This is an optimization exercise on Yosys and OpenROAD, whose aim is small area, not a production implementation.
The RTL was checked by simulation tests, not by an equivalence proof against the original design.

## flow/design.v (module list and top-level ports; edited modules follow where they fit)
// module dwt_fa: 4 lines
// module dwt_ha0: 4 lines
// module dwt_fir_mac: 1550 lines
// module dwt_analysis_stage: 109 lines
module dwt_analysis_stage (
    input  logic              clk,
    input  logic              rstn,
    input  logic              clr,
    input  logic              in_valid,
    input  logic signed [8:0] in_data,
    input  logic              coef_we,
    input  logic              coef_sel,
    input  logic [3:0]        coef_addr,
    input  logic signed [8:0] coef_wdata,
    output logic signed [15:0] lo_data,
    output logic signed [15:0] hi_data,
    output logic              out_valid,
    output logic              sat_flag
);
  // ...
==> flow/flow/run.sh <==
#!/bin/bash
# The standard layout, except that the input and output port buffers use the
# smallest buffer cell instead of the one buffer_ports picks by default.
set -euo pipefail
export BUFFER_PORTS_ARGS="-buffer_cell sky130_fd_sc_hd__buf_1"
bash standard.sh > standard_flow.log 2>&1
==> flow/standard.sh <==
#!/bin/bash
# synth_recipe.tcl (not shown) runs the flow's synth.tcl, then flattens the netlist and writes it again
# the make line also repeats each setting of config.mk as NAME=value (left out here)
make -C /OpenROAD-flow-scripts/flow DESIGN_CONFIG=/design/flow/config.mk WORK_HOME=/design/flow/orfs CLKGATE_MAP_FILE= SYNTH_SCRIPT=/design/flow/synth_recipe.tcl "${@:-finish}"
==> flow/config.mk <==
export PLATFORM = sky130hd
export DESIGN_NAME = dwt_analysis_stage
export DESIGN_NICKNAME = dwt_analysis_stage
export VERILOG_FILES = /design/flow/design.v
export SDC_FILE = /design/flow/constraint.sdc
export NUM_CORES = 4
export LEC_CHECK = 0
export CAP_MARGIN = 20
export CORE_MARGIN = 2
export CORE_UTILIZATION = 40
export CTS_BUF_LIST = sky130_fd_sc_hd__clkbuf_8
export SLEW_MARGIN = 20
export SYNTH_HIERARCHICAL = 1
export SYNTH_MINIMUM_KEEP_SIZE = 0
==> flow/constraint.sdc <==
create_clock -name core_clock -period 7.0 [get_ports {clk}]
set_input_delay 1.4000 -clock core_clock [delete_from_list [all_inputs] [get_ports {clk}]]
set_output_delay 1.4000 -clock core_clock [all_outputs]
set_load 0.01 [all_outputs]
==> results.txt, run 1 <==
final instance area=16600 sq um; Setup Total Neg Slack=0 ns; status=no timing/DRC/antenna violations; portion of the layout cell area used by clock cells=0.0253; kind of cell adding the most delay to the critical path=adder cells; met1 Usage GRT=0.247; final setup fails=0; leading cell type in the layout, fill and taps excluded=nand2_1; detailed-route wire length per cell=21.1 microns; TritonCTS clock tree=yes; clock period minus worst slack=6.69 ns; adder-cell share of the synthesized area=0.397; final-layout clock buffer total=17; highest clock frequency the design can meet=0.149 GHz; footprint of the multi-input gates=9970 sq um; sequence of cells on the critical path=buf_4 > mux2_2 > and2_1 > fa_1 > fa_1 > fa_1 > fa_1 > fa_1 > fa_1 > fa_1 > fa_1 > ha_1 > o21ai_0 > a32o_1 > a211o_1 > and2_4 > a311oi_2; max capacitance violation total=0; Non-CTS inverters=6; topmost layer with routed signal wires=met4; most instantiated library cell after synthesis=nand2_1; insertion delay of the later-clocked pin in the worst-skew pair=0.53 ns; start point of the worst hold path=w1d_q[5]$_DFF_P_; antenna violation net count after detailed routing=0; commonest cells after routing, fill and taps aside=298 x nand2_1, 295 x fa_1, 108 x mux2_2; Synth top cells by count=298 x nand2_1, 295 x fa_1, 108 x mux2_2; launch instance of the worst register-to-register path=v1_q$_DFF_PN0_; tapcell count=518; Non-clock buffer share=0.0181; met2 capacity usage during global routing=0.328; post-synthesis share of cell area spent on and, or, nand and nor gates=0.130; number of buffers added for setup after CTS=0; global routing usage summed across all routing layers=0.196; antenna diode count=0; library cell with the largest summed area after synthesis=fa_1; Sink Count=200; number of clock buffers inserted by TritonCTS=17
==> module dwt_analysis_stage, before the edit <==
module dwt_analysis_stage (
    input  logic              clk,
    input  logic              rstn,
    input  logic              clr,
    input  logic              in_valid,
    input  logic signed [8:0] in_data,
    input  logic              coef_we,
    input  logic              coef_sel,
    input  logic [3:0]        coef_addr,
    input  logic signed [8:0] coef_wdata,
    output logic signed [15:0] lo_data,
    output logic signed [15:0] hi_data,
    output logic              out_valid,
    output logic              sat_flag
);
    logic phase_q, pv_q, v1_q, v2_q, v3_q, ov_q, sat_q;
    logic issue;
    assign issue = in_valid & phase_q & ~clr;
    always_ff @(posedge clk or negedge rstn) begin
        if (!rstn) begin
            phase_q <= 1'b0;
            pv_q    <= 1'b0;
            v1_q    <= 1'b0;
            v2_q    <= 1'b0;
            v3_q    <= 1'b0;
            ov_q    <= 1'b0;
        end else begin
            phase_q <= ~clr & (phase_q ^ in_valid);
            pv_q    <= ~clr & (pv_q | (in_valid & phase_q));
            v1_q    <= issue;
            v2_q    <= v1_q & ~clr;
            v3_q    <= v2_q & ~clr;
            ov_q    <= v3_q & ~clr;
        end
    end
    logic [8:0]  h_q;
    logic [17:0] p_q, q_q;
    always_ff @(posedge clk) begin
        if (in_valid & ~phase_q) h_q <= in_data;
        if (in_valid & phase_q) begin
            p_q <= {in_data, h_q};
            q_q <= pv_q ? p_q : 18'd0;
        end
    end
    logic       w1v_q, w1s_q, w2v_q;
    logic [1:0] w1a_q, w2a_q;
    logic [8:0] w1d_q, w2d_q;
    always_ff @(posedge clk or negedge rstn) begin
        if (!rstn) begin
            w1v_q <= 1'b0;
            w2v_q <= 1'b0;
        end else begin
            w1v_q <= coef_we & (coef_addr[3:2] == 2'b00);
            w2v_q <= w1v_q & ~w1s_q;
        end
    end
    always_ff @(posedge clk) begin
        w1s_q <= coef_sel;
        w1a_q <= coef_addr[1:0];
        w1d_q <= coef_wdata;
        w2a_q <= w1a_q;
        w2d_q <= w1d_q;
    end
    logic [8:0] lo_c_q [4];
    logic [8:0] hi_c_q [4];
    always_ff @(posedge clk or negedge rstn) begin
        if (!rstn) begin
            lo_c_q[0] <= dwt_pkg::LO_C0;
            lo_c_q[1] <= dwt_pkg::LO_C1;
            lo_c_q[2] <= dwt_pkg::LO_C2;
            lo_c_q[3] <= dwt_pkg::LO_C3;
            hi_c_q[0] <= dwt_pkg::HI_C0;
            hi_c_q[1] <= dwt_pkg::HI_C1;
            hi_c_q[2] <= dwt_pkg::HI_C2;
            hi_c_q[3] <= dwt_pkg::HI_C3;
        end else begin
            for (int k = 0; k < 4; k++) begin
                if (w1v_q & w1s_q & (w1a_q == 2'(k))) hi_c_q[k] <= w1d_q;
                if (w2v_q & (w2a_q == 2'(k)))         lo_c_q[k] <= w2d_q;
            end
        end
    end
    logic [35:0] coef;
    logic [17:0] r;
    assign coef = v1_q ? {hi_c_q[0], hi_c_q[1], hi_c_q[2], hi_c_q[3]}
                       : {lo_c_q[0], lo_c_q[1], lo_c_q[2], lo_c_q[3]};
    dwt_fir_mac u_mac (.taps({p_q, q_q}), .coef(coef), .r(r));
    logic [17:0] u_q;
    logic [15:0] y, lo_q, hi_q;
    logic        ovf, ho_q;
    assign ovf = (u_q[17:15] != 3'b000) && (u_q[17:15] != 3'b111);
    assign y   = ovf ? {u_q[17], {15{~u_q[17]}}} : u_q[15:0];
    always_ff @(posedge clk) begin
        u_q <= r;
        if (v2_q) begin
            hi_q <= y;
            ho_q <= ovf;
        end
        if (v3_q) lo_q <= y;
    end
    always_ff @(posedge clk or negedge rstn) begin
        if (!rstn) sat_q <= 1'b0;
        else       sat_q <= ~clr & (sat_q | (v3_q & (ho_q | ovf)));
    end
    assign lo_data   = lo_q;
    assign hi_data   = hi_q;
    assign out_valid = ov_q;
    assign sat_flag  = sat_q;
endmodule
==> run 2, diff against run 1 <==
--- a/flow/design.v
+++ b/flow/design.v
@@ -12,18 +12,18 @@
     assign s  = a ^ b ^ ci;
     assign co = (a & b) | (a & ci) | (b & ci);
 endmodule
-module dwt_ha0 (input logic a, input logic b, output logic s, output logic co);
+module dwt_ha (input logic a, input logic b, output logic s, output logic co);
     assign s  = a ^ b;
     assign co = a & b;
 endmodule
 module dwt_fir_mac (
-    input  logic [35:0] taps,    
-    input  logic [35:0] coef,    
+    input  logic [35:0] taps_n,  
+    input  logic [35:0] coef_n,  
     output logic [17:0] r        
 );
-    logic [8:0] x0, x1, x2, x3, c0, c1, c2, c3;
-    assign {x0, x1, x2, x3} = taps;
-    assign {c0, c1, c2, c3} = coef;
+    logic [8:0] xn0, xn1, xn2, xn3, cn0, cn1, cn2, cn3;
+    assign {xn0, xn1, xn2, xn3} = taps_n;
+    assign {cn0, cn1, cn2, cn3} = coef_n;
     logic k10;
     logic k100;
     logic k102;
@@ -940,330 +940,330 @@
     logic s95;
     logic s97;
     logic s99;
-    assign pp0_0_0 = ~(x0[0] & c0[0]);
-    assign pp0_0_1 = ~(x0[0] & c0[1]);
-    assign pp0_0_2 = ~(x0[0] & c0[2]);
-    assign pp0_0_3 = ~(x0[0] & c0[3]);
-    assign pp0_0_4 = ~(x0[0] & c0[4]);
-    assign pp0_0_5 = ~(x0[0] & c0[5]);
-    assign pp0_0_6 = ~(x0[0] & c0[6]);
-    assign pp0_0_7 = ~(x0[0] & c0[7]);
-    assign pp0_0_8 = x0[0] & c0[8];
-    assign pp0_1_0 = ~(x0[1] & c0[0]);
-    assign pp0_1_1 = ~(x0[1] & c0[1]);
-    assign pp0_1_2 = ~(x0[1] & c0[2]);
-    assign pp0_1_3 = ~(x0[1] & c0[3]);
-    assign pp0_1_4 = ~(x0[1] & c0[4]);
-    assign pp0_1_5 = ~(x0[1] & c0[5]);
-    assign pp0_1_6 = ~(x0[1] & c0[6]);
-    assign pp0_1_7 = ~(x0[1] & c0[7]);
-    assign pp0_1_8 = x0[1] & c0[8];
-    assign pp0_2_0 = ~(x0[2] & c0[0]);
-    assign pp0_2_1 = ~(x0[2] & c0[1]);
-    assign pp0_2_2 = ~(x0[2] & c0[2]);
-    assign pp0_2_3 = ~(x0[2] & c0[3]);
-    assign pp0_2_4 = ~(x0[2] & c0[4]);
-    assign pp0_2_5 = ~(x0[2] & c0[5]);
-    assign pp0_2_6 = ~(x0[2] & c0[6]);
-    assign pp0_2_7 = ~(x0[2] & c0[7]);
-    assign pp0_2_8 = x0[2] & c0[8];
-    assign pp0_3_0 = ~(x0[3] & c0[0]);
-    assign pp0_3_1 = ~(x0[3] & c0[1]);
-    assign pp0_3_2 = ~(x0[3] & c0[2]);
-    assign pp0_3_3 = ~(x0[3] & c0[3]);
-    assign pp0_3_4 = ~(x0[3] & c0[4]);
-    assign pp0_3_5 = ~(x0[3] & c0[5]);
-    assign pp0_3_6 = ~(x0[3] & c0[6]);
-    assign pp0_3_7 = ~(x0[3] & c0[7]);
-    assign pp0_3_8 = x0[3] & c0[8];
-    assign pp0_4_0 = ~(x0[4] & c0[0]);
-    assign pp0_4_1 = ~(x0[4] & c0[1]);
-    assign pp0_4_2 = ~(x0[4] & c0[2]);
-    assign pp0_4_3 = ~(x0[4] & c0[3]);
-    assign pp0_4_4 = ~(x0[4] & c0[4]);
-    assign pp0_4_5 = ~(x0[4] & c0[5]);
-    assign pp0_4_6 = ~(x0[4] & c0[6]);
-    assign pp0_4_7 = ~(x0[4] & c0[7]);
-    assign pp0_4_8 = x0[4] & c0[8];
-    assign pp0_5_0 = ~(x0[5] & c0[0]);
-    assign pp0_5_1 = ~(x0[5] & c0[1]);
-    assign pp0_5_2 = ~(x0[5] & c0[2]);
-    assign pp0_5_3 = ~(x0[5] & c0[3]);
-    assign pp0_5_4 = ~(x0[5] & c0[4]);
-    assign pp0_5_5 = ~(x0[5] & c0[5]);
-    assign pp0_5_6 = ~(x0[5] & c0[6]);
-    assign pp0_5_7 = ~(x0[5] & c0[7]);
-    assign pp0_5_8 = x0[5] & c0[8];
-    assign pp0_6_0 = ~(x0[6] & c0[0]);
-    assign pp0_6_1 = ~(x0[6] & c0[1]);
-    assign pp0_6_2 = ~(x0[6] & c0[2]);
-    assign pp0_6_3 = ~(x0[6] & c0[3]);
-    assign pp0_6_4 = ~(x0[6] & c0[4]);
-    assign pp0_6_5 = ~(x0[6] & c0[5]);
-    assign pp0_6_6 = ~(x0[6] & c0[6]);
-    assign pp0_6_7 = ~(x0[6] & c0[7]);
-    assign pp0_6_8 = x0[6] & c0[8];
-    assign pp0_7_0 = ~(x0[7] & c0[0]);
-    assign pp0_7_1 = ~(x0[7] & c0[1]);
-    assign pp0_7_2 = ~(x0[7] & c0[2]);
-    assign pp0_7_3 = ~(x0[7] & c0[3]);
-    assign pp0_7_4 = ~(x0[7] & c0[4]);
-    assign pp0_7_5 = ~(x0[7] & c0[5]);
-    assign pp0_7_6 = ~(x0[7] & c0[6]);
-    assign pp0_7_7 = ~(x0[7] & c0[7]);
-    assign pp0_7_8 = x0[7] & c0[8];
-    assign pp0_8_0 = x0[8] & c0[0];
-    assign pp0_8_1 = x0[8] & c0[1];
-    assign pp0_8_2 = x0[8] & c0[2];
-    assign pp0_8_3 = x0[8] & c0[3];
-    assign pp0_8_4 = x0[8] & c0[4];
-    assign pp0_8_5 = x0[8] & c0[5];
-    assign pp0_8_6 = x0[8] & c0[6];
-    assign pp0_8_7 = x0[8] & c0[7];
-    assign pp0_8_8 = ~(x0[8] & c0[8]);
-    assign pp1_0_0 = ~(x1[0] & c1[0]);
-    assign pp1_0_1 = ~(x1[0] & c1[1]);
-    assign pp1_0_2 = ~(x1[0] & c1[2]);
-    assign pp1_0_3 = ~(x1[0] & c1[3]);
-    assign pp1_0_4 = ~(x1[0] & c1[4]);
-    assign pp1_0_5 = ~(x1[0] & c1[5]);
-    assign pp1_0_6 = ~(x1[0] & c1[6]);
-    assign pp1_0_7 = ~(x1[0] & c1[7]);
-    assign pp1_0_8 = x1[0] & c1[8];
-    assign pp1_1_0 = ~(x1[1] & c1[0]);
-    assign pp1_1_1 = ~(x1[1] & c1[1]);
-    assign pp1_1_2 = ~(x1[1] & c1[2]);
-    assign pp1_1_3 = ~(x1[1] & c1[3]);
-    assign pp1_1_4 = ~(x1[1] & c1[4]);
-    assign pp1_1_5 = ~(x1[1] & c1[5]);
-    assign pp1_1_6 = ~(x1[1] & c1[6]);
-    assign pp1_1_7 = ~(x1[1] & c1[7]);
-    assign pp1_1_8 = x1[1] & c1[8];
-    assign pp1_2_0 = ~(x1[2] & c1[0]);
-    assign pp1_2_1 = ~(x1[2] & c1[1]);
-    assign pp1_2_2 = ~(x1[2] & c1[2]);
-    assign pp1_2_3 = ~(x1[2] & c1[3]);
-    assign pp1_2_4 = ~(x1[2] & c1[4]);
-    assign pp1_2_5 = ~(x1[2] & c1[5]);
-    assign pp1_2_6 = ~(x1[2] & c1[6]);
-    assign pp1_2_7 = ~(x1[2] & c1[7]);
-    assign pp1_2_8 = x1[2] & c1[8];
-    assign pp1_3_0 = ~(x1[3] & c1[0]);
-    assign pp1_3_1 = ~(x1[3] & c1[1]);
-    assign pp1_3_2 = ~(x1[3] & c1[2]);
-    assign pp1_3_3 = ~(x1[3] & c1[3]);
-    assign pp1_3_4 = ~(x1[3] & c1[4]);
-    assign pp1_3_5 = ~(x1[3] & c1[5]);
-    assign pp1_3_6 = ~(x1[3] & c1[6]);
-    assign pp1_3_7 = ~(x1[3] & c1[7]);
-    assign pp1_3_8 = x1[3] & c1[8];
-    assign pp1_4_0 = ~(x1[4] & c1[0]);
-    assign pp1_4_1 = ~(x1[4] & c1[1]);
-    assign pp1_4_2 = ~(x1[4] & c1[2]);
-    assign pp1_4_3 = ~(x1[4] & c1[3]);
-    assign pp1_4_4 = ~(x1[4] & c1[4]);
-    assign pp1_4_5 = ~(x1[4] & c1[5]);
-    assign pp1_4_6 = ~(x1[4] & c1[6]);
-    assign pp1_4_7 = ~(x1[4] & c1[7]);
-    assign pp1_4_8 = x1[4] & c1[8];
-    assign pp1_5_0 = ~(x1[5] & c1[0]);
-    assign pp1_5_1 = ~(x1[5] & c1[1]);
-    assign pp1_5_2 = ~(x1[5] & c1[2]);
-    assign pp1_5_3 = ~(x1[5] & c1[3]);
-    assign pp1_5_4 = ~(x1[5] & c1[4]);
-    assign pp1_5_5 = ~(x1[5] & c1[5]);
-    assign pp1_5_6 = ~(x1[5] & c1[6]);
-    assign pp1_5_7 = ~(x1[5] & c1[7]);
-    assign pp1_5_8 = x1[5] & c1[8];
-    assign pp1_6_0 = ~(x1[6] & c1[0]);
-    assign pp1_6_1 = ~(x1[6] & c1[1]);
-    assign pp1_6_2 = ~(x1[6] & c1[2]);
-    assign pp1_6_3 = ~(x1[6] & c1[3]);
-    assign pp1_6_4 = ~(x1[6] & c1[4]);
-    assign pp1_6_5 = ~(x1[6] & c1[5]);
-    assign pp1_6_6 = ~(x1[6] & c1[6]);
-    assign pp1_6_7 = ~(x1[6] & c1[7]);
-    assign pp1_6_8 = x1[6] & c1[8];
-    assign pp1_7_0 = ~(x1[7] & c1[0]);
-    assign pp1_7_1 = ~(x1[7] & c1[1]);
-    assign pp1_7_2 = ~(x1[7] & c1[2]);
-    assign pp1_7_3 = ~(x1[7] & c1[3]);
-    assign pp1_7_4 = ~(x1[7] & c1[4]);
-    assign pp1_7_5 = ~(x1[7] & c1[5]);
-    assign pp1_7_6 = ~(x1[7] & c1[6]);
-    assign pp1_7_7 = ~(x1[7] & c1[7]);
-    assign pp1_7_8 = x1[7] & c1[8];
-    assign pp1_8_0 = x1[8] & c1[0];
-    assign pp1_8_1 = x1[8] & c1[1];
-    assign pp1_8_2 = x1[8] & c1[2];
-    assign pp1_8_3 = x1[8] & c1[3];
-    assign pp1_8_4 = x1[8] & c1[4];
-    assign pp1_8_5 = x1[8] & c1[5];
-    assign pp1_8_6 = x1[8] & c1[6];
-    assign pp1_8_7 = x1[8] & c1[7];
-    assign pp1_8_8 = ~(x1[8] & c1[8]);
-    assign pp2_0_0 = ~(x2[0] & c2[0]);
-    assign pp2_0_1 = ~(x2[0] & c2[1]);
-    assign pp2_0_2 = ~(x2[0] & c2[2]);
-    assign pp2_0_3 = ~(x2[0] & c2[3]);
-    assign pp2_0_4 = ~(x2[0] & c2[4]);
-    assign pp2_0_5 = ~(x2[0] & c2[5]);
-    assign pp2_0_6 = ~(x2[0] & c2[6]);
-    assign pp2_0_7 = ~(x2[0] & c2[7]);
-    assign pp2_0_8 = x2[0] & c2[8];
-    assign pp2_1_0 = ~(x2[1] & c2[0]);
-    assign pp2_1_1 = ~(x2[1] & c2[1]);
-    assign pp2_1_2 = ~(x2[1] & c2[2]);
-    assign pp2_1_3 = ~(x2[1] & c2[3]);
-    assign pp2_1_4 = ~(x2[1] & c2[4]);
-    assign pp2_1_5 = ~(x2[1] & c2[5]);
-    assign pp2_1_6 = ~(x2[1] & c2[6]);
-    assign pp2_1_7 = ~(x2[1] & c2[7]);
-    assign pp2_1_8 = x2[1] & c2[8];
-    assign pp2_2_0 = ~(x2[2] & c2[0]);
-    assign pp2_2_1 = ~(x2[2] & c2[1]);
-    assign pp2_2_2 = ~(x2[2] & c2[2]);
-    assign pp2_2_3 = ~(x2[2] & c2[3]);
-    assign pp2_2_4 = ~(x2[2] & c2[4]);
-    assign pp2_2_5 = ~(x2[2] & c2[5]);
-    assign pp2_2_6 = ~(x2[2] & c2[6]);
-    assign pp2_2_7 = ~(x2[2] & c2[7]);
-    assign pp2_2_8 = x2[2] & c2[8];
-    assign pp2_3_0 = ~(x2[3] & c2[0]);
-    assign pp2_3_1 = ~(x2[3] & c2[1]);
-    assign pp2_3_2 = ~(x2[3] & c2[2]);
-    assign pp2_3_3 = ~(x2[3] & c2[3]);
-    assign pp2_3_4 = ~(x2[3] & c2[4]);
-    assign pp2_3_5 = ~(x2[3] & c2[5]);
-    assign pp2_3_6 = ~(x2[3] & c2[6]);
-    assign pp2_3_7 = ~(x2[3] & c2[7]);
-    assign pp2_3_8 = x2[3] & c2[8];
-    assign pp2_4_0 = ~(x2[4] & c2[0]);
-    assign pp2_4_1 = ~(x2[4] & c2[1]);
-    assign pp2_4_2 = ~(x2[4] & c2[2]);
-    assign pp2_4_3 = ~(x2[4] & c2[3]);
-    assign pp2_4_4 = ~(x2[4] & c2[4]);
-    assign pp2_4_5 = ~(x2[4] & c2[5]);
-    assign pp2_4_6 = ~(x2[4] & c2[6]);
-    assign pp2_4_7 = ~(x2[4] & c2[7]);
-    assign pp2_4_8 = x2[4] & c2[8];
-    assign pp2_5_0 = ~(x2[5] & c2[0]);
-    assign pp2_5_1 = ~(x2[5] & c2[1]);
-    assign pp2_5_2 = ~(x2[5] & c2[2]);
-    assign pp2_5_3 = ~(x2[5] & c2[3]);
-    assign pp2_5_4 = ~(x2[5] & c2[4]);
-    assign pp2_5_5 = ~(x2[5] & c2[5]);
-    assign pp2_5_6 = ~(x2[5] & c2[6]);
-    assign pp2_5_7 = ~(x2[5] & c2[7]);
-    assign pp2_5_8 = x2[5] & c2[8];
-    assign pp2_6_0 = ~(x2[6] & c2[0]);
-    assign pp2_6_1 = ~(x2[6] & c2[1]);
-    assign pp2_6_2 = ~(x2[6] & c2[2]);
-    assign pp2_6_3 = ~(x2[6] & c2[3]);
-    assign pp2_6_4 = ~(x2[6] & c2[4]);
-    assign pp2_6_5 = ~(x2[6] & c2[5]);
-    assign pp2_6_6 = ~(x2[6] & c2[6]);
-    assign pp2_6_7 = ~(x2[6] & c2[7]);
-    assign pp2_6_8 = x2[6] & c2[8];
-    assign pp2_7_0 = ~(x2[7] & c2[0]);
-    assign pp2_7_1 = ~(x2[7] & c2[1]);
-    assign pp2_7_2 = ~(x2[7] & c2[2]);
-    assign pp2_7_3 = ~(x2[7] & c2[3]);
-    assign pp2_7_4 = ~(x2[7] & c2[4]);
-    assign pp2_7_5 = ~(x2[7] & c2[5]);
-    assign pp2_7_6 = ~(x2[7] & c2[6]);
-    assign pp2_7_7 = ~(x2[7] & c2[7]);
-    assign pp2_7_8 = x2[7] & c2[8];
-    assign pp2_8_0 = x2[8] & c2[0];
-    assign pp2_8_1 = x2[8] & c2[1];
-    assign pp2_8_2 = x2[8] & c2[2];
-    assign pp2_8_3 = x2[8] & c2[3];
-    assign pp2_8_4 = x2[8] & c2[4];
-    assign pp2_8_5 = x2[8] & c2[5];
-    assign pp2_8_6 = x2[8] & c2[6];
-    assign pp2_8_7 = x2[8] & c2[7];
-    assign pp2_8_8 = ~(x2[8] & c2[8]);
-    assign pp3_0_0 = ~(x3[0] & c3[0]);
-    assign pp3_0_1 = ~(x3[0] & c3[1]);
-    assign pp3_0_2 = ~(x3[0] & c3[2]);
-    assign pp3_0_3 = ~(x3[0] & c3[3]);
-    assign pp3_0_4 = ~(x3[0] & c3[4]);
-    assign pp3_0_5 = ~(x3[0] & c3[5]);
-    assign pp3_0_6 = ~(x3[0] & c3[6]);
-    assign pp3_0_7 = ~(x3[0] & c3[7]);
-    assign pp3_0_8 = x3[0] & c3[8];
-    assign pp3_1_0 = ~(x3[1] & c3[0]);
-    assign pp3_1_1 = ~(x3[1] & c3[1]);
-    assign pp3_1_2 = ~(x3[1] & c3[2]);
-    assign pp3_1_3 = ~(x3[1] & c3[3]);
-    assign pp3_1_4 = ~(x3[1] & c3[4]);
-    assign pp3_1_5 = ~(x3[1] & c3[5]);
-    assign pp3_1_6 = ~(x3[1] & c3[6]);
-    assign pp3_1_7 = ~(x3[1] & c3[7]);
-    assign pp3_1_8 = x3[1] & c3[8];
-    assign pp3_2_0 = ~(x3[2] & c3[0]);
-    assign pp3_2_1 = ~(x3[2] & c3[1]);
-    assign pp3_2_2 = ~(x3[2] & c3[2]);
-    assign pp3_2_3 = ~(x3[2] & c3[3]);
-    assign pp3_2_4 = ~(x3[2] & c3[4]);
-    assign pp3_2_5 = ~(x3[2] & c3[5]);
-    assign pp3_2_6 = ~(x3[2] & c3[6]);
-    assign pp3_2_7 = ~(x3[2] & c3[7]);
-    assign pp3_2_8 = x3[2] & c3[8];
-    assign pp3_3_0 = ~(x3[3] & c3[0]);
-    assign pp3_3_1 = ~(x3[3] & c3[1]);
-    assign pp3_3_2 = ~(x3[3] & c3[2]);
-    assign pp3_3_3 = ~(x3[3] & c3[3]);
-    assign pp3_3_4 = ~(x3[3] & c3[4]);
-    assign pp3_3_5 = ~(x3[3] & c3[5]);
-    assign pp3_3_6 = ~(x3[3] & c3[6]);
-    assign pp3_3_7 = ~(x3[3] & c3[7]);
-    assign pp3_3_8 = x3[3] & c3[8];
-    assign pp3_4_0 = ~(x3[4] & c3[0]);
-    assign pp3_4_1 = ~(x3[4] & c3[1]);
-    assign pp3_4_2 = ~(x3[4] & c3[2]);
-    assign pp3_4_3 = ~(x3[4] & c3[3]);
-    assign pp3_4_4 = ~(x3[4] & c3[4]);
-    assign pp3_4_5 = ~(x3[4] & c3[5]);
-    assign pp3_4_6 = ~(x3[4] & c3[6]);
-    assign pp3_4_7 = ~(x3[4] & c3[7]);
-    assign pp3_4_8 = x3[4] & c3[8];
-    assign pp3_5_0 = ~(x3[5] & c3[0]);
-    assign pp3_5_1 = ~(x3[5] & c3[1]);
-    assign pp3_5_2 = ~(x3[5] & c3[2]);
-    assign pp3_5_3 = ~(x3[5] & c3[3]);
-    assign pp3_5_4 = ~(x3[5] & c3[4]);
-    assign pp3_5_5 = ~(x3[5] & c3[5]);
-    assign pp3_5_6 = ~(x3[5] & c3[6]);
-    assign pp3_5_7 = ~(x3[5] & c3[7]);
-    assign pp3_5_8 = x3[5] & c3[8];
-    assign pp3_6_0 = ~(x3[6] & c3[0]);
-    assign pp3_6_1 = ~(x3[6] & c3[1]);
-    assign pp3_6_2 = ~(x3[6] & c3[2]);
-    assign pp3_6_3 = ~(x3[6] & c3[3]);
-    assign pp3_6_4 = ~(x3[6] & c3[4]);
-    assign pp3_6_5 = ~(x3[6] & c3[5]);
-    assign pp3_6_6 = ~(x3[6] & c3[6]);
-    assign pp3_6_7 = ~(x3[6] & c3[7]);
-    assign pp3_6_8 = x3[6] & c3[8];
-    assign pp3_7_0 = ~(x3[7] & c3[0]);
-    assign pp3_7_1 = ~(x3[7] & c3[1]);
-    assign pp3_7_2 = ~(x3[7] & c3[2]);
-    assign pp3_7_3 = ~(x3[7] & c3[3]);
-    assign pp3_7_4 = ~(x3[7] & c3[4]);
-    assign pp3_7_5 = ~(x3[7] & c3[5]);
-    assign pp3_7_6 = ~(x3[7] & c3[6]);
-    assign pp3_7_7 = ~(x3[7] & c3[7]);
-    assign pp3_7_8 = x3[7] & c3[8];
-    assign pp3_8_0 = x3[8] & c3[0];
-    assign pp3_8_1 = x3[8] & c3[1];
-    assign pp3_8_2 = x3[8] & c3[2];
-    assign pp3_8_3 = x3[8] & c3[3];
-    assign pp3_8_4 = x3[8] & c3[4];
-    assign pp3_8_5 = x3[8] & c3[5];
-    assign pp3_8_6 = x3[8] & c3[6];
-    assign pp3_8_7 = x3[8] & c3[7];
-    assign pp3_8_8 = ~(x3[8] & c3[8]);
+    assign pp0_0_0 = ~(xn0[0] | cn0[0]);
+    assign pp0_0_1 = ~(xn0[0] | cn0[1]);
+    assign pp0_0_2 = ~(xn0[0] | cn0[2]);
+    assign pp0_0_3 = ~(xn0[0] | cn0[3]);
+    assign pp0_0_4 = ~(xn0[0] | cn0[4]);
+    assign pp0_0_5 = ~(xn0[0] | cn0[5]);
+    assign pp0_0_6 = ~(xn0[0] | cn0[6]);
+    assign pp0_0_7 = ~(xn0[0] | cn0[7]);
+    assign pp0_0_8 = xn0[0] | cn0[8];
+    assign pp0_1_0 = ~(xn0[1] | cn0[0]);
+    assign pp0_1_1 = ~(xn0[1] | cn0[1]);
+    assign pp0_1_2 = ~(xn0[1] | cn0[2]);
+    assign pp0_1_3 = ~(xn0[1] | cn0[3]);
+    assign pp0_1_4 = ~(xn0[1] | cn0[4]);
+    assign pp0_1_5 = ~(xn0[1] | cn0[5]);
+    assign pp0_1_6 = ~(xn0[1] | cn0[6]);
+    assign pp0_1_7 = ~(xn0[1] | cn0[7]);
+    assign pp0_1_8 = xn0[1] | cn0[8];
+    assign pp0_2_0 = ~(xn0[2] | cn0[0]);
+    assign pp0_2_1 = ~(xn0[2] | cn0[1]);
+    assign pp0_2_2 = ~(xn0[2] | cn0[2]);
+    assign pp0_2_3 = ~(xn0[2] | cn0[3]);
+    assign pp0_2_4 = ~(xn0[2] | cn0[4]);
+    assign pp0_2_5 = ~(xn0[2] | cn0[5]);
+    assign pp0_2_6 = ~(xn0[2] | cn0[6]);
+    assign pp0_2_7 = ~(xn0[2] | cn0[7]);
+    assign pp0_2_8 = xn0[2] | cn0[8];
+    assign pp0_3_0 = ~(xn0[3] | cn0[0]);
+    assign pp0_3_1 = ~(xn0[3] | cn0[1]);
+    assign pp0_3_2 = ~(xn0[3] | cn0[2]);
+    assign pp0_3_3 = ~(xn0[3] | cn0[3]);
+    assign pp0_3_4 = ~(xn0[3] | cn0[4]);
+    assign pp0_3_5 = ~(xn0[3] | cn0[5]);
+    assign pp0_3_6 = ~(xn0[3] | cn0[6]);
+    assign pp0_3_7 = ~(xn0[3] | cn0[7]);
+    assign pp0_3_8 = xn0[3] | cn0[8];
+    assign pp0_4_0 = ~(xn0[4] | cn0[0]);
+    assign pp0_4_1 = ~(xn0[4] | cn0[1]);
+    assign pp0_4_2 = ~(xn0[4] | cn0[2]);
+    assign pp0_4_3 = ~(xn0[4] | cn0[3]);
+    assign pp0_4_4 = ~(xn0[4] | cn0[4]);
+    assign pp0_4_5 = ~(xn0[4] | cn0[5]);
+    assign pp0_4_6 = ~(xn0[4] | cn0[6]);
+    assign pp0_4_7 = ~(xn0[4] | cn0[7]);
+    assign pp0_4_8 = xn0[4] | cn0[8];
+    assign pp0_5_0 = ~(xn0[5] | cn0[0]);
+    assign pp0_5_1 = ~(xn0[5] | cn0[1]);
+    assign pp0_5_2 = ~(xn0[5] | cn0[2]);
+    assign pp0_5_3 = ~(xn0[5] | cn0[3]);
+    assign pp0_5_4 = ~(xn0[5] | cn0[4]);
+    assign pp0_5_5 = ~(xn0[5] | cn0[5]);
+    assign pp0_5_6 = ~(xn0[5] | cn0[6]);
+    assign pp0_5_7 = ~(xn0[5] | cn0[7]);
+    assign pp0_5_8 = xn0[5] | cn0[8];
+    assign pp0_6_0 = ~(xn0[6] | cn0[0]);
+    assign pp0_6_1 = ~(xn0[6] | cn0[1]);
+    assign pp0_6_2 = ~(xn0[6] | cn0[2]);
+    assign pp0_6_3 = ~(xn0[6] | cn0[3]);
+    assign pp0_6_4 = ~(xn0[6] | cn0[4]);
+    assign pp0_6_5 = ~(xn0[6] | cn0[5]);
+    assign pp0_6_6 = ~(xn0[6] | cn0[6]);
+    assign pp0_6_7 = ~(xn0[6] | cn0[7]);
+    assign pp0_6_8 = xn0[6] | cn0[8];
+    assign pp0_7_0 = ~(xn0[7] | cn0[0]);
+    assign pp0_7_1 = ~(xn0[7] | cn0[1]);
+    assign pp0_7_2 = ~(xn0[7] | cn0[2]);
+    assign pp0_7_3 = ~(xn0[7] | cn0[3]);
+    assign pp0_7_4 = ~(xn0[7] | cn0[4]);
+    assign pp0_7_5 = ~(xn0[7] | cn0[5]);
+    assign pp0_7_6 = ~(xn0[7] | cn0[6]);
+    assign pp0_7_7 = ~(xn0[7] | cn0[7]);
+    assign pp0_7_8 = xn0[7] | cn0[8];
+    assign pp0_8_0 = xn0[8] | cn0[0];
+    assign pp0_8_1 = xn0[8] | cn0[1];
+    assign pp0_8_2 = xn0[8] | cn0[2];
+    assign pp0_8_3 = xn0[8] | cn0[3];
+    assign pp0_8_4 = xn0[8] | cn0[4];
+    assign pp0_8_5 = xn0[8] | cn0[5];
+    assign pp0_8_6 = xn0[8] | cn0[6];
+    assign pp0_8_7 = xn0[8] | cn0[7];
+    assign pp0_8_8 = ~(xn0[8] | cn0[8]);
+    assign pp1_0_0 = ~(xn1[0] | cn1[0]);
+    assign pp1_0_1 = ~(xn1[0] | cn1[1]);
+    assign pp1_0_2 = ~(xn1[0] | cn1[2]);
+    assign pp1_0_3 = ~(xn1[0] | cn1[3]);
+    assign pp1_0_4 = ~(xn1[0] | cn1[4]);
+    assign pp1_0_5 = ~(xn1[0] | cn1[5]);
+    assign pp1_0_6 = ~(xn1[0] | cn1[6]);
+    assign pp1_0_7 = ~(xn1[0] | cn1[7]);
+    assign pp1_0_8 = xn1[0] | cn1[8];
+    assign pp1_1_0 = ~(xn1[1] | cn1[0]);
+    assign pp1_1_1 = ~(xn1[1] | cn1[1]);
+    assign pp1_1_2 = ~(xn1[1] | cn1[2]);
+    assign pp1_1_3 = ~(xn1[1] | cn1[3]);
+    assign pp1_1_4 = ~(xn1[1] | cn1[4]);
+    assign pp1_1_5 = ~(xn1[1] | cn1[5]);
+    assign pp1_1_6 = ~(xn1[1] | cn1[6]);
+    assign pp1_1_7 = ~(xn1[1] | cn1[7]);
+    assign pp1_1_8 = xn1[1] | cn1[8];
+    assign pp1_2_0 = ~(xn1[2] | cn1[0]);
+    assign pp1_2_1 = ~(xn1[2] | cn1[1]);
+    assign pp1_2_2 = ~(xn1[2] | cn1[2]);
+    assign pp1_2_3 = ~(xn1[2] | cn1[3]);
+    assign pp1_2_4 = ~(xn1[2] | cn1[4]);
+    assign pp1_2_5 = ~(xn1[2] | cn1[5]);
+    assign pp1_2_6 = ~(xn1[2] | cn1[6]);
+    assign pp1_2_7 = ~(xn1[2] | cn1[7]);
+    assign pp1_2_8 = xn1[2] | cn1[8];
+    assign pp1_3_0 = ~(xn1[3] | cn1[0]);
+    assign pp1_3_1 = ~(xn1[3] | cn1[1]);
+    assign pp1_3_2 = ~(xn1[3] | cn1[2]);
+    assign pp1_3_3 = ~(xn1[3] | cn1[3]);
+    assign pp1_3_4 = ~(xn1[3] | cn1[4]);
+    assign pp1_3_5 = ~(xn1[3] | cn1[5]);
+    assign pp1_3_6 = ~(xn1[3] | cn1[6]);
+    assign pp1_3_7 = ~(xn1[3] | cn1[7]);
+    assign pp1_3_8 = xn1[3] | cn1[8];
+    assign pp1_4_0 = ~(xn1[4] | cn1[0]);
+    assign pp1_4_1 = ~(xn1[4] | cn1[1]);
+    assign pp1_4_2 = ~(xn1[4] | cn1[2]);
+    assign pp1_4_3 = ~(xn1[4] | cn1[3]);
+    assign pp1_4_4 = ~(xn1[4] | cn1[4]);
+    assign pp1_4_5 = ~(xn1[4] | cn1[5]);
+    assign pp1_4_6 = ~(xn1[4] | cn1[6]);
+    assign pp1_4_7 = ~(xn1[4] | cn1[7]);
+    assign pp1_4_8 = xn1[4] | cn1[8];
+    assign pp1_5_0 = ~(xn1[5] | cn1[0]);
+    assign pp1_5_1 = ~(xn1[5] | cn1[1]);
+    assign pp1_5_2 = ~(xn1[5] | cn1[2]);
+    assign pp1_5_3 = ~(xn1[5] | cn1[3]);
+    assign pp1_5_4 = ~(xn1[5] | cn1[4]);
+    assign pp1_5_5 = ~(xn1[5] | cn1[5]);
+    assign pp1_5_6 = ~(xn1[5] | cn1[6]);
+    assign pp1_5_7 = ~(xn1[5] | cn1[7]);
+    assign pp1_5_8 = xn1[5] | cn1[8];
+    assign pp1_6_0 = ~(xn1[6] | cn1[0]);
+    assign pp1_6_1 = ~(xn1[6] | cn1[1]);
+    assign pp1_6_2 = ~(xn1[6] | cn1[2]);
+    assign pp1_6_3 = ~(xn1[6] | cn1[3]);
+    assign pp1_6_4 = ~(xn1[6] | cn1[4]);
+    assign pp1_6_5 = ~(xn1[6] | cn1[5]);
+    assign pp1_6_6 = ~(xn1[6] | cn1[6]);
+    assign pp1_6_7 = ~(xn1[6] | cn1[7]);
+    assign pp1_6_8 = xn1[6] | cn1[8];
+    assign pp1_7_0 = ~(xn1[7] | cn1[0]);
+    assign pp1_7_1 = ~(xn1[7] | cn1[1]);
+    assign pp1_7_2 = ~(xn1[7] | cn1[2]);
+    assign pp1_7_3 = ~(xn1[7] | cn1[3]);
+    assign pp1_7_4 = ~(xn1[7] | cn1[4]);
+    assign pp1_7_5 = ~(xn1[7] | cn1[5]);
+    assign pp1_7_6 = ~(xn1[7] | cn1[6]);
+    assign pp1_7_7 = ~(xn1[7] | cn1[7]);
+    assign pp1_7_8 = xn1[7] | cn1[8];
+    assign pp1_8_0 = xn1[8] | cn1[0];
+    assign pp1_8_1 = xn1[8] | cn1[1];
+    assign pp1_8_2 = xn1[8] | cn1[2];
+    assign pp1_8_3 = xn1[8] | cn1[3];
+    assign pp1_8_4 = xn1[8] | cn1[4];
+    assign pp1_8_5 = xn1[8] | cn1[5];
+    assign pp1_8_6 = xn1[8] | cn1[6];
+    assign pp1_8_7 = xn1[8] | cn1[7];
+    assign pp1_8_8 = ~(xn1[8] | cn1[8]);
+    assign pp2_0_0 = ~(xn2[0] | cn2[0]);
+    assign pp2_0_1 = ~(xn2[0] | cn2[1]);
+    assign pp2_0_2 = ~(xn2[0] | cn2[2]);
+    assign pp2_0_3 = ~(xn2[0] | cn2[3]);
+    assign pp2_0_4 = ~(xn2[0] | cn2[4]);
+    assign pp2_0_5 = ~(xn2[0] | cn2[5]);
+    assign pp2_0_6 = ~(xn2[0] | cn2[6]);
+    assign pp2_0_7 = ~(xn2[0] | cn2[7]);
+    assign pp2_0_8 = xn2[0] | cn2[8];
+    assign pp2_1_0 = ~(xn2[1] | cn2[0]);
+    assign pp2_1_1 = ~(xn2[1] | cn2[1]);
+    assign pp2_1_2 = ~(xn2[1] | cn2[2]);
+    assign pp2_1_3 = ~(xn2[1] | cn2[3]);
+    assign pp2_1_4 = ~(xn2[1] | cn2[4]);
+    assign pp2_1_5 = ~(xn2[1] | cn2[5]);
+    assign pp2_1_6 = ~(xn2[1] | cn2[6]);
+    assign pp2_1_7 = ~(xn2[1] | cn2[7]);
+    assign pp2_1_8 = xn2[1] | cn2[8];
+    assign pp2_2_0 = ~(xn2[2] | cn2[0]);
+    assign pp2_2_1 = ~(xn2[2] | cn2[1]);
+    assign pp2_2_2 = ~(xn2[2] | cn2[2]);
+    assign pp2_2_3 = ~(xn2[2] | cn2[3]);
+    assign pp2_2_4 = ~(xn2[2] | cn2[4]);
+    assign pp2_2_5 = ~(xn2[2] | cn2[5]);
+    assign pp2_2_6 = ~(xn2[2] | cn2[6]);
+    assign pp2_2_7 = ~(xn2[2] | cn2[7]);
+    assign pp2_2_8 = xn2[2] | cn2[8];
+    assign pp2_3_0 = ~(xn2[3] | cn2[0]);
+    assign pp2_3_1 = ~(xn2[3] | cn2[1]);
+    assign pp2_3_2 = ~(xn2[3] | cn2[2]);
+    assign pp2_3_3 = ~(xn2[3] | cn2[3]);
+    assign pp2_3_4 = ~(xn2[3] | cn2[4]);
+    assign pp2_3_5 = ~(xn2[3] | cn2[5]);
+    assign pp2_3_6 = ~(xn2[3] | cn2[6]);
+    assign pp2_3_7 = ~(xn2[3] | cn2[7]);
+    assign pp2_3_8 = xn2[3] | cn2[8];
+    assign pp2_4_0 = ~(xn2[4] | cn2[0]);
+    assign pp2_4_1 = ~(xn2[4] | cn2[1]);
+    assign pp2_4_2 = ~(xn2[4] | cn2[2]);
+    assign pp2_4_3 = ~(xn2[4] | cn2[3]);
+    assign pp2_4_4 = ~(xn2[4] | cn2[4]);
+    assign pp2_4_5 = ~(xn2[4] | cn2[5]);
+    assign pp2_4_6 = ~(xn2[4] | cn2[6]);
+    assign pp2_4_7 = ~(xn2[4] | cn2[7]);
+    assign pp2_4_8 = xn2[4] | cn2[8];
+    assign pp2_5_0 = ~(xn2[5] | cn2[0]);
+    assign pp2_5_1 = ~(xn2[5] | cn2[1]);
+    assign pp2_5_2 = ~(xn2[5] | cn2[2]);
+    assign pp2_5_3 = ~(xn2[5] | cn2[3]);
+    assign pp2_5_4 = ~(xn2[5] | cn2[4]);
+    assign pp2_5_5 = ~(xn2[5] | cn2[5]);
+    assign pp2_5_6 = ~(xn2[5] | cn2[6]);
+    assign pp2_5_7 = ~(xn2[5] | cn2[7]);
+    assign pp2_5_8 = xn2[5] | cn2[8];
+    assign pp2_6_0 = ~(xn2[6] | cn2[0]);
+    assign pp2_6_1 = ~(xn2[6] | cn2[1]);
+    assign pp2_6_2 = ~(xn2[6] | cn2[2]);
+    assign pp2_6_3 = ~(xn2[6] | cn2[3]);
+    assign pp2_6_4 = ~(xn2[6] | cn2[4]);
+    assign pp2_6_5 = ~(xn2[6] | cn2[5]);
+    assign pp2_6_6 = ~(xn2[6] | cn2[6]);
+    assign pp2_6_7 = ~(xn2[6] | cn2[7]);
+    assign pp2_6_8 = xn2[6] | cn2[8];
+    assign pp2_7_0 = ~(xn2[7] | cn2[0]);
+    assign pp2_7_1 = ~(xn2[7] | cn2[1]);
+    assign pp2_7_2 = ~(xn2[7] | cn2[2]);
+    assign pp2_7_3 = ~(xn2[7] | cn2[3]);
+    assign pp2_7_4 = ~(xn2[7] | cn2[4]);
+    assign pp2_7_5 = ~(xn2[7] | cn2[5]);
+    assign pp2_7_6 = ~(xn2[7] | cn2[6]);
+    assign pp2_7_7 = ~(xn2[7] | cn2[7]);
+    assign pp2_7_8 = xn2[7] | cn2[8];
+    assign pp2_8_0 = xn2[8] | cn2[0];
+    assign pp2_8_1 = xn2[8] | cn2[1];
+    assign pp2_8_2 = xn2[8] | cn2[2];
+    assign pp2_8_3 = xn2[8] | cn2[3];
+    assign pp2_8_4 = xn2[8] | cn2[4];
+    assign pp2_8_5 = xn2[8] | cn2[5];
+    assign pp2_8_6 = xn2[8] | cn2[6];
+    assign pp2_8_7 = xn2[8] | cn2[7];
+    assign pp2_8_8 = ~(xn2[8] | cn2[8]);
+    assign pp3_0_0 = ~(xn3[0] | cn3[0]);
+    assign pp3_0_1 = ~(xn3[0] | cn3[1]);
+    assign pp3_0_2 = ~(xn3[0] | cn3[2]);
+    assign pp3_0_3 = ~(xn3[0] | cn3[3]);
+    assign pp3_0_4 = ~(xn3[0] | cn3[4]);
+    assign pp3_0_5 = ~(xn3[0] | cn3[5]);
+    assign pp3_0_6 = ~(xn3[0] | cn3[6]);
+    assign pp3_0_7 = ~(xn3[0] | cn3[7]);
+    assign pp3_0_8 = xn3[0] | cn3[8];
+    assign pp3_1_0 = ~(xn3[1] | cn3[0]);
+    assign pp3_1_1 = ~(xn3[1] | cn3[1]);
+    assign pp3_1_2 = ~(xn3[1] | cn3[2]);
+    assign pp3_1_3 = ~(xn3[1] | cn3[3]);
+    assign pp3_1_4 = ~(xn3[1] | cn3[4]);
+    assign pp3_1_5 = ~(xn3[1] | cn3[5]);
+    assign pp3_1_6 = ~(xn3[1] | cn3[6]);
+    assign pp3_1_7 = ~(xn3[1] | cn3[7]);
+    assign pp3_1_8 = xn3[1] | cn3[8];
+    assign pp3_2_0 = ~(xn3[2] | cn3[0]);
+    assign pp3_2_1 = ~(xn3[2] | cn3[1]);
+    assign pp3_2_2 = ~(xn3[2] | cn3[2]);
+    assign pp3_2_3 = ~(xn3[2] | cn3[3]);
+    assign pp3_2_4 = ~(xn3[2] | cn3[4]);
+    assign pp3_2_5 = ~(xn3[2] | cn3[5]);
+    assign pp3_2_6 = ~(xn3[2] | cn3[6]);
+    assign pp3_2_7 = ~(xn3[2] | cn3[7]);
+    assign pp3_2_8 = xn3[2] | cn3[8];
+    assign pp3_3_0 = ~(xn3[3] | cn3[0]);
+    assign pp3_3_1 = ~(xn3[3] | cn3[1]);
+    assign pp3_3_2 = ~(xn3[3] | cn3[2]);
+    assign pp3_3_3 = ~(xn3[3] | cn3[3]);
+    assign pp3_3_4 = ~(xn3[3] | cn3[4]);
+    assign pp3_3_5 = ~(xn3[3] | cn3[5]);
+    assign pp3_3_6 = ~(xn3[3] | cn3[6]);
+    assign pp3_3_7 = ~(xn3[3] | cn3[7]);
+    assign pp3_3_8 = xn3[3] | cn3[8];
+    assign pp3_4_0 = ~(xn3[4] | cn3[0]);
+    assign pp3_4_1 = ~(xn3[4] | cn3[1]);
+    assign pp3_4_2 = ~(xn3[4] | cn3[2]);
+    assign pp3_4_3 = ~(xn3[4] | cn3[3]);
+    assign pp3_4_4 = ~(xn3[4] | cn3[4]);
+    assign pp3_4_5 = ~(xn3[4] | cn3[5]);
+    assign pp3_4_6 = ~(xn3[4] | cn3[6]);
+    assign pp3_4_7 = ~(xn3[4] | cn3[7]);
+    assign pp3_4_8 = xn3[4] | cn3[8];
+    assign pp3_5_0 = ~(xn3[5] | cn3[0]);
+    assign pp3_5_1 = ~(xn3[5] | cn3[1]);
+    assign pp3_5_2 = ~(xn3[5] | cn3[2]);
+    assign pp3_5_3 = ~(xn3[5] | cn3[3]);
+    assign pp3_5_4 = ~(xn3[5] | cn3[4]);
+    assign pp3_5_5 = ~(xn3[5] | cn3[5]);
+    assign pp3_5_6 = ~(xn3[5] | cn3[6]);
+    assign pp3_5_7 = ~(xn3[5] | cn3[7]);
+    assign pp3_5_8 = xn3[5] | cn3[8];
+    assign pp3_6_0 = ~(xn3[6] | cn3[0]);
+    assign pp3_6_1 = ~(xn3[6] | cn3[1]);
+    assign pp3_6_2 = ~(xn3[6] | cn3[2]);
+    assign pp3_6_3 = ~(xn3[6] | cn3[3]);
+    assign pp3_6_4 = ~(xn3[6] | cn3[4]);
+    assign pp3_6_5 = ~(xn3[6] | cn3[5]);
+    assign pp3_6_6 = ~(xn3[6] | cn3[6]);
+    assign pp3_6_7 = ~(xn3[6] | cn3[7]);
+    assign pp3_6_8 = xn3[6] | cn3[8];
+    assign pp3_7_0 = ~(xn3[7] | cn3[0]);
+    assign pp3_7_1 = ~(xn3[7] | cn3[1]);
+    assign pp3_7_2 = ~(xn3[7] | cn3[2]);
+    assign pp3_7_3 = ~(xn3[7] | cn3[3]);
+    assign pp3_7_4 = ~(xn3[7] | cn3[4]);
+    assign pp3_7_5 = ~(xn3[7] | cn3[5]);
+    assign pp3_7_6 = ~(xn3[7] | cn3[6]);
+    assign pp3_7_7 = ~(xn3[7] | cn3[7]);
+    assign pp3_7_8 = xn3[7] | cn3[8];
+    assign pp3_8_0 = xn3[8] | cn3[0];
+    assign pp3_8_1 = xn3[8] | cn3[1];
+    assign pp3_8_2 = xn3[8] | cn3[2];
+    assign pp3_8_3 = xn3[8] | cn3[3];
+    assign pp3_8_4 = xn3[8] | cn3[4];
+    assign pp3_8_5 = xn3[8] | cn3[5];
+    assign pp3_8_6 = xn3[8] | cn3[6];
+    assign pp3_8_7 = xn3[8] | cn3[7];
+    assign pp3_8_8 = ~(xn3[8] | cn3[8]);
     dwt_fa u_s1 (.a(pp0_0_7), .b(pp0_1_6), .ci(pp0_2_5), .s(s1), .co(k2));
     dwt_fa u_s3 (.a(pp0_3_4), .b(pp0_4_3), .ci(pp0_5_2), .s(s3), .co(k4));
     dwt_fa u_s5 (.a(pp0_0_8), .b(pp0_1_7), .ci(pp0_2_6), .s(s5), .co(k6));
@@ -1462,25 +1462,25 @@
     dwt_fa u_s391 (.a(s31), .b(s287), .ci(s289), .s(s391), .co(k392));
     dwt_fa u_s393 (.a(k286), .b(s37), .ci(k288), .s(s393), .co(k394));
     dwt_fa u_s395 (.a(k290), .b(s291), .ci(s293), .s(s395), .co(k396));
-    dwt_fa u_s397 (.a(s295), .b(s297), .ci(1'b1), .s(s397), .co(k398));
+    dwt_ha u_s397 (.a(s295), .b(s297), .s(s397), .co(k398));
     dwt_fa u_s399 (.a(k292), .b(k294), .ci(k296), .s(s399), .co(k400));
     dwt_fa u_s401 (.a(k298), .b(s299), .ci(s301), .s(s401), .co(k402));
-    dwt_fa u_s403 (.a(s303), .b(s305), .ci(1'b1), .s(s403), .co(k404));
+    dwt_ha u_s403 (.a(s303), .b(s305), .s(s403), .co(k404));
     dwt_fa u_s405 (.a(k300), .b(k302), .ci(k304), .s(s405), .co(k406));
     dwt_fa u_s407 (.a(s307), .b(k306), .ci(s309), .s(s407), .co(k408));
-    dwt_fa u_s409 (.a(s311), .b(s313), .ci(1'b1), .s(s409), .co(k410));
+    dwt_ha u_s409 (.a(s311), .b(s313), .s(s409), .co(k410));
     dwt_fa u_s411 (.a(k308), .b(k310), .ci(k312), .s(s411), .co(k412));
     dwt_fa u_s413 (.a(k314), .b(s315), .ci(s317), .s(s413), .co(k414));
-    dwt_fa u_s415 (.a(s319), .b(s321), .ci(1'b1), .s(s415), .co(k416));
+    dwt_ha u_s415 (.a(s319), .b(s321), .s(s415), .co(k416));
     dwt_fa u_s417 (.a(k316), .b(k318), .ci(k320), .s(s417), .co(k418));
     dwt_fa u_s419 (.a(s323), .b(s325), .ci(s327), .s(s419), .co(k420));
-    dwt_fa u_s421 (.a(k322), .b(s329), .ci(1'b1), .s(s421), .co(k422));
+    dwt_ha u_s421 (.a(k322), .b(s329), .s(s421), .co(k422));
     dwt_fa u_s423 (.a(k324), .b(k326), .ci(k328), .s(s423), .co(k424));
     dwt_fa u_s425 (.a(s331), .b(s333), .ci(k330), .s(s425), .co(k426));
-    dwt_fa u_s427 (.a(s335), .b(s337), .ci(1'b1), .s(s427), .co(k428));
+    dwt_ha u_s427 (.a(s335), .b(s337), .s(s427), .co(k428));
     dwt_fa u_s429 (.a(k332), .b(k334), .ci(s339), .s(s429), .co(k430));
     dwt_fa u_s431 (.a(s341), .b(k336), .ci(k338), .s(s431), .co(k432));
-    dwt_ha0 u_s433 (.a(s343), .b(s345), .s(s433), .co(k434));
+    dwt_fa u_s433 (.a(s343), .b(s345), .ci(1'b1), .s(s433), .co(k434));
     dwt_fa u_s435 (.a(k340), .b(k342), .ci(s347), .s(s435), .co(k436));
     dwt_fa u_s437 (.a(s349), .b(s351), .ci(k244), .s(s437), .co(k438));
     dwt_fa u_s439 (.a(k344), .b(k346), .ci(s353), .s(s439), .co(k440));
@@ -1500,7 +1500,7 @@
     dwt_fa u_s467 (.a(k380), .b(k382), .ci(s151), .s(s467), .co(k468));
     dwt_fa u_s469 (.a(s153), .b(s383), .ci(s385), .s(s469), .co(k470));
     dwt_fa u_s471 (.a(k384), .b(k386), .ci(s387), .s(s471), .co(k472));
-    dwt_fa u_s473 (.a(s389), .b(s391), .ci(1'b1), .s(s473), .co(k474));
+    dwt_ha u_s473 (.a(s389), .b(s391), .s(s473), .co(k474));
     dwt_fa u_s475 (.a(k388), .b(k390), .ci(k392), .s(s475), .co(k476));
     dwt_fa u_s477 (.a(s393), .b(s395), .ci(s397), .s(s477), .co(k478));
     dwt_fa u_s479 (.a(k394), .b(k396), .ci(k398), .s(s479), .co(k480));
@@ -1545,7 +1545,7 @@
     dwt_fa u_s557 (.a(k460), .b(k462), .ci(k520), .s(s557), .co(k558));
     dwt_fa u_s559 (.a(k524), .b(s377), .ci(s525), .s(s559), .co(k560));
     dwt_fa u_s561 (.a(k526), .b(s527), .ci(s465), .s(s561), .co(k562));
-    dwt_fa u_s563 (.a(k528), .b(s529), .ci(1'b1), .s(s563), .co(k564));
+    dwt_ha u_s563 (.a(k528), .b(s529), .s(s563), .co(k564));
     dwt_fa u_s565 (.a(k530), .b(s531), .ci(s473), .s(s565), .co(k566));
     dwt_fa u_s567 (.a(k532), .b(s477), .ci(s533), .s(s567), .co(k568));
     dwt_fa u_s569 (.a(k534), .b(s535), .ci(s481), .s(s569), .co(k570));
@@ -1560,11 +1560,11 @@
     dwt_fa u_s587 (.a(s553), .b(k514), .ci(k552), .s(s587), .co(k588));
     dwt_fa u_s589 (.a(s521), .b(k554), .ci(s555), .s(s589), .co(k590));
     dwt_fa u_s591 (.a(s557), .b(k522), .ci(k556), .s(s591), .co(k592));
-    logic [19:0] ra_n, rb_n, sum_n;
-    assign ra_n = {1'b0, k592, k590, k588, k586, k584, k582, k580, k578, k576, k574, k572, k570, k568, k566, k564, k562, k560, s559, pp3_0_0};
-    assign rb_n = {1'b1, k558, s591, s589, s587, s585, s583, s581, s579, s577, s575, s573, s571, s569, s567, s565, s563, s561, 1'b0, s523};
-    assign sum_n = ra_n + rb_n + 20'd1;    
-    assign r = ~sum_n[19:2];
+    logic [19:0] ra, rb, sum;
+    assign ra = {1'b1, k592, k590, k588, k586, k584, k582, k580, k578, k576, k574, k572, k570, k568, k566, k564, k562, k560, s559, pp3_0_0};
+    assign rb = {1'b0, k558, s591, s589, s587, s585, s583, s581, s579, s577, s575, s573, s571, s569, s567, s565, s563, s561, 1'b1, s523};
+    assign sum = ra + rb;
+    assign r = sum[19:2];
 endmodule
 module dwt_analysis_stage (
     input  logic              clk,
@@ -1601,15 +1601,21 @@
             ov_q    <= v3_q & ~clr;
         end
     end
-    logic [8:0]  h_q;
+    logic [8:0]  in_n, h_q;
     logic [17:0] p_q, q_q;
+    logic        qv_q;
+    assign in_n = ~in_data;
     always_ff @(posedge clk) begin
-        if (in_valid & ~phase_q) h_q <= in_data;
+        if (in_valid & ~phase_q) h_q <= in_n;
         if (in_valid & phase_q) begin
-            p_q <= {in_data, h_q};
-            q_q <= pv_q ? p_q : 18'd0;
+            p_q <= {in_n, h_q};
+            q_q <= p_q;
         end
     end
+    always_ff @(posedge clk or negedge rstn) begin
+        if (!rstn)                     qv_q <= 1'b0;
+        else if (in_valid & phase_q)   qv_q <= pv_q;
+    end
     logic       w1v_q, w1s_q, w2v_q;
     logic [1:0] w1a_q, w2a_q;
     logic [8:0] w1d_q, w2d_q;
@@ -1648,11 +1654,18 @@
             end
         end
     end
-    logic [35:0] coef;
+    logic [35:0] coef_n;
     logic [17:0] r;
-    assign coef = v1_q ? {hi_c_q[0], hi_c_q[1], hi_c_q[2], hi_c_q[3]}
-                       : {lo_c_q[0], lo_c_q[1], lo_c_q[2], lo_c_q[3]};
-    dwt_fir_mac u_mac (.taps({p_q, q_q}), .coef(coef), .r(r));
+    logic        s_hi, s_lo, s_hi_q, s_lo_q;
+    assign s_hi   = v1_q;
+    assign s_lo   = ~v1_q;
+    assign s_hi_q = v1_q & qv_q;
+    assign s_lo_q = ~v1_q & qv_q;
+    assign coef_n = ~{({9{s_hi}}   & hi_c_q[0]) | ({9{s_lo}}   & lo_c_q[0]),
+                      ({9{s_hi}}   & hi_c_q[1]) | ({9{s_lo}}   & lo_c_q[1]),
+                      ({9{s_hi_q}} & hi_c_q[2]) | ({9{s_lo_q}} & lo_c_q[2]),
+                      ({9{s_hi_q}} & hi_c_q[3]) | ({9{s_lo_q}} & lo_c_q[3])};
+    dwt_fir_mac u_mac (.taps_n({p_q, q_q}), .coef_n(coef_n), .r(r));
     logic [17:0] u_q;
     logic [15:0] y, lo_q, hi_q;
     logic        ovf, ho_q;
==> results.txt, run 2 <==
share of post-route cells with drive strength above 1=0.244; number of global-route vias before repair=10.5k; setup repair after global routing missed its margin=false; async set-or-reset flop fraction in the synthesized netlist=0.408; full die area=40100 sq um; global routing usage summed across all routing layers=0.203 (+0.00659); mean post-synth cell area=12.6 sq um; critical path required time=7.46 ns; final instance area=17100 sq um (+3.1%); cell area reported after detailed placement=16300 sq um; Max Clock Skew=0.0389 ns; CP arrival=7.16 ns; H-tree Lvls=2; number of buffers added for setup after CTS=0 (unchanged); # DRC=0; clock period minus worst slack=6.71 ns (+0.0133 ns); layout-stage area growth over the synthesis result=11.1%; total number of vias=9592; post-route core utilization=0.453; remaining global-route overflow=0; start point of the worst hold path=w1d_q[7]$_DFF_P_; status=no timing/DRC/antenna violations; sequential fraction of the synthesis area=0.342; register-to-register path setup slack=0.29 ns; area share of the leading cell type in the synthesized netlist=0.374; final cycle utilization of the critical path=0.958; category of the worst setup path capture point=register; global-route wire length before repair=61300 microns; Distinct cells, synth=60; port bufs=61; antenna violation net count after detailed routing=0 (unchanged); TritonCTS clock tree=yes; initial antenna violation count=0; detailed-route wire length=39100 microns; Yosys reg bits=201; site row count=71; Synth top cells by count=309 x nor2_1, 288 x fa_1, 91 x mux2_2; placer's final routability congestion estimate=0.937; Detailed Routing Iterations Pass 1=5; critical path startpoint category=register; clock root buffer=clkbuf_8; Max stage delay on crit path=0.61 ns; sequence of cells on the critical path=buf_12 > mux2i_1 > buf_4 > nor2_1 > fa_1 > fa_1 > fa_1 > fa_1 > fa_1 > fa_1 > fa_1 > fa_1 > ha_1 > and3_2 > a311oi_1 > o31a_1 > nor4b_2 > a311oi_1; number of nets in the finished design=1629; most instantiated library cell after synthesis=nor2_1; path category of the worst min-delay check=reg -> reg; core area=37800 sq um; pin count of the biggest net entering global routing=82; final setup fails=0 (unchanged); slew at the pin closest to its max-slew limit=1.06 ns; detailed-route wire length per cell=21.4 microns (+1.6%); gate count of the mapped netlist=1218; x dimension of the die=200 microns; placed wire-length estimate=30600 microns; fill cell count=3481; kind of cell adding the most delay to the critical path=adder cells; footprint of the multi-input gates=9760 sq um (-2.1%); R2R depth=18; worst setup slack before clock tree synthesis=0.131 ns; most used flip-flop cell after synthesis=edfxtp_1; Max Slew Vio Count=0; count of cells along the worst hold path=0; CP max FO=20; Hold Path Sink=w2d_q[7]$_DFF_P_; Sink Count=201 (+0.50%); CP max stage cell=fa_1; num ports=62; worst setup margin=0.294 ns; Setup Total Neg Slack=0 ns (unchanged); max capacitance violation total=0 (unchanged); relative slew slack=0.293; buffer levels on the longest clock path=3; leading cell type in the layout, fill and taps excluded=nor2_1; Vias/cell=5.25; number of flops mapped to enable cells by yosys=78; launch instance of the worst register-to-register path=v1_q$_DFF_PN0_; number of clock buffers inserted by TritonCTS=36 (+19); dominant cells by area after synthesis=fa_1 37%, edfxtp_1 15%, nor2_1 7.5%; insertion delay of the later-clocked pin in the worst-skew pair=0.58 ns (+0.05 ns); Worst Path Class, Setup=reg -> reg; violation count after the first detailed-routing iteration=820; library cell with the largest summed area after synthesis=fa_1; initial cell density of the core=0.408; buffering stage count on the worst path with inverters included=2; register area=5270 sq um; Final Hold Violating Endpoints=0; capturing point of the worst reg2reg path=u_q[15]$_DFF_P_; Largest regs=hi_c_q (36), lo_c_q (36); Clock transition at path regs=0.06 ns; Die H=200 microns; commonest cells after routing, fill and taps aside=309 x nor2_1, 287 x fa_1, 91 x mux2_2; most frequent cell on the critical path=fa_1; post-synth design cell area=15400 sq um; highest clock frequency the design can meet=0.149 GHz (-0.20%); Warnings, synthesis=9
run 2: layout make-up:
| cell class | count | share of cell area |
|---|---|---|
| clock inverters | 22 | 0.00914 |
| multi-input cells | 924 | 0.570 |
| well taps | 511 | 0.0374 |
| inverters | 14 | 0.00307 |
| repair buffers | 109 | 0.0363 |
| diodes | 1 | 0.000146 |
| clock buffers | 44 | 0.0354 |
| flip-flops and latches | 201 | 0.308 |
run 2: worst reg2reg max path, cell delays in order (launching register included):
cell and delay [ns]:
dfrtp_2 0.40, buf_12 0.19, mux2i_1 0.45, buf_4 0.24, nor2_1 0.07, fa_1 0.53, fa_1 0.42, fa_1 0.40
fa_1 0.61, fa_1 0.46, fa_1 0.40, fa_1 0.51, fa_1 0.42, ha_1 0.41, and3_2 0.25, a311oi_1 0.27
o31a_1 0.28, nor4b_2 0.08, a311oi_1 0.25
run 2: timing repair:
action                                 CTS  global route
hold buffers                             0             0
endpoints found under the hold margin    0             0
gates resized for setup                  0             7
setup endpoints to repair                0             4
run 2: per-stage QoR:
stage,hold WS [ns],cells
2_1_floorplan,0.366,1218
6_report,0.399,1826
4_1_cts,0.406,1825
3_5_place_dp,0.397,1759
5_1_grt,0.422,1825
3_3_place_gp,0.385,1759
run 2: how the worst max path moves through the flow:
stage,cells after the start,start,end,slack (ns)
finish,18,v1_q$_DFF_PN0_,u_q[15]$_DFF_P_,0.29
global route,18,v1_q$_DFF_PN0_,u_q[15]$_DFF_P_,0.002
floorplan,21,v1_q$_DFF_PN0_,u_q[16]$_DFF_P_,0.34
global placement,18,v1_q$_DFF_PN0_,u_q[16]$_DFF_P_,0.25
detailed placement,17,v1_q$_DFF_PN0_,u_q[14]$_DFF_P_,0.13
CTS,17,v1_q$_DFF_PN0_,u_q[14]$_DFF_P_,0.15
run 2: per-layer routing:
metal | global-route usage | up-vias | wire (microns)
met2 | 0.332 | 453 | 18800
met1 | 0.264 | 4962 | 16200
met4 | 0.0744 | 0 | 1300
met5 | 0 | - | 0
li1 | - | 4084 | -
met3 | 0.0457 | 93 | 2810
run 2: per-module statistics from Yosys (local to each module, per instance):
| module | flip-flops and latches | cell area (sq um) | times used |
|---|---|---|---|
| dwt_ha | 0 | 12.5 | 8 |
| dwt_fa | 0 | 20.0 | 288 |
| dwt_analysis_stage | 201 | 6960 | 1 |
| dwt_fir_mac | 0 | 2570 | 1 |
run 2: kinds of logic (layout without fill, tap and decap cells):
logic type / count (synthesis) / after routing / share of synthesized area
fa+ha+maj: 315 / 315 / 0.396
flops: 201 / 201 / 0.342
compound gates: 54 / 54 / 0.0252
simple gates: 432 / 432 / 0.125
xor+xnor: 13 / 13 / 0.00740
other cells: 1 / 2 / 0.000244
mux: 109 / 109 / 0.0783
buf+inv: 93 / 189 / 0.0250

==> re-timing with driven ports <==
Ports are ideal in the flow. The routed layouts listed here were re-timed in OpenROAD. Step 1 sets driving cells, clkbuf_16 on the clock port and buf_2 on the other inputs (assumed; they add their load-dependent delay and slew). Step 2 adds t to the input delays and takes it off the output delays; t is the mean of the earliest and latest rising clock arrival at the registers after step 1. Input paths then give back, and output paths get back, about the clock's delay inside the block. a / b / c = ideal / step 1 / step 2; a / b = the first two.
| run | t (ns) | slack for setup (ns) | worst setup path at the end | pins driven straight from the clock port |
|---|---|---|---|---|
| run 1 | 0.563 | 0.307 / 0.307 / 0.307 | register to register | 1 |
| run 2 | 0.596 | 0.294 / 0.294 / 0.294 | register to register | 1 |
After both steps setup and hold are still met in every run listed.
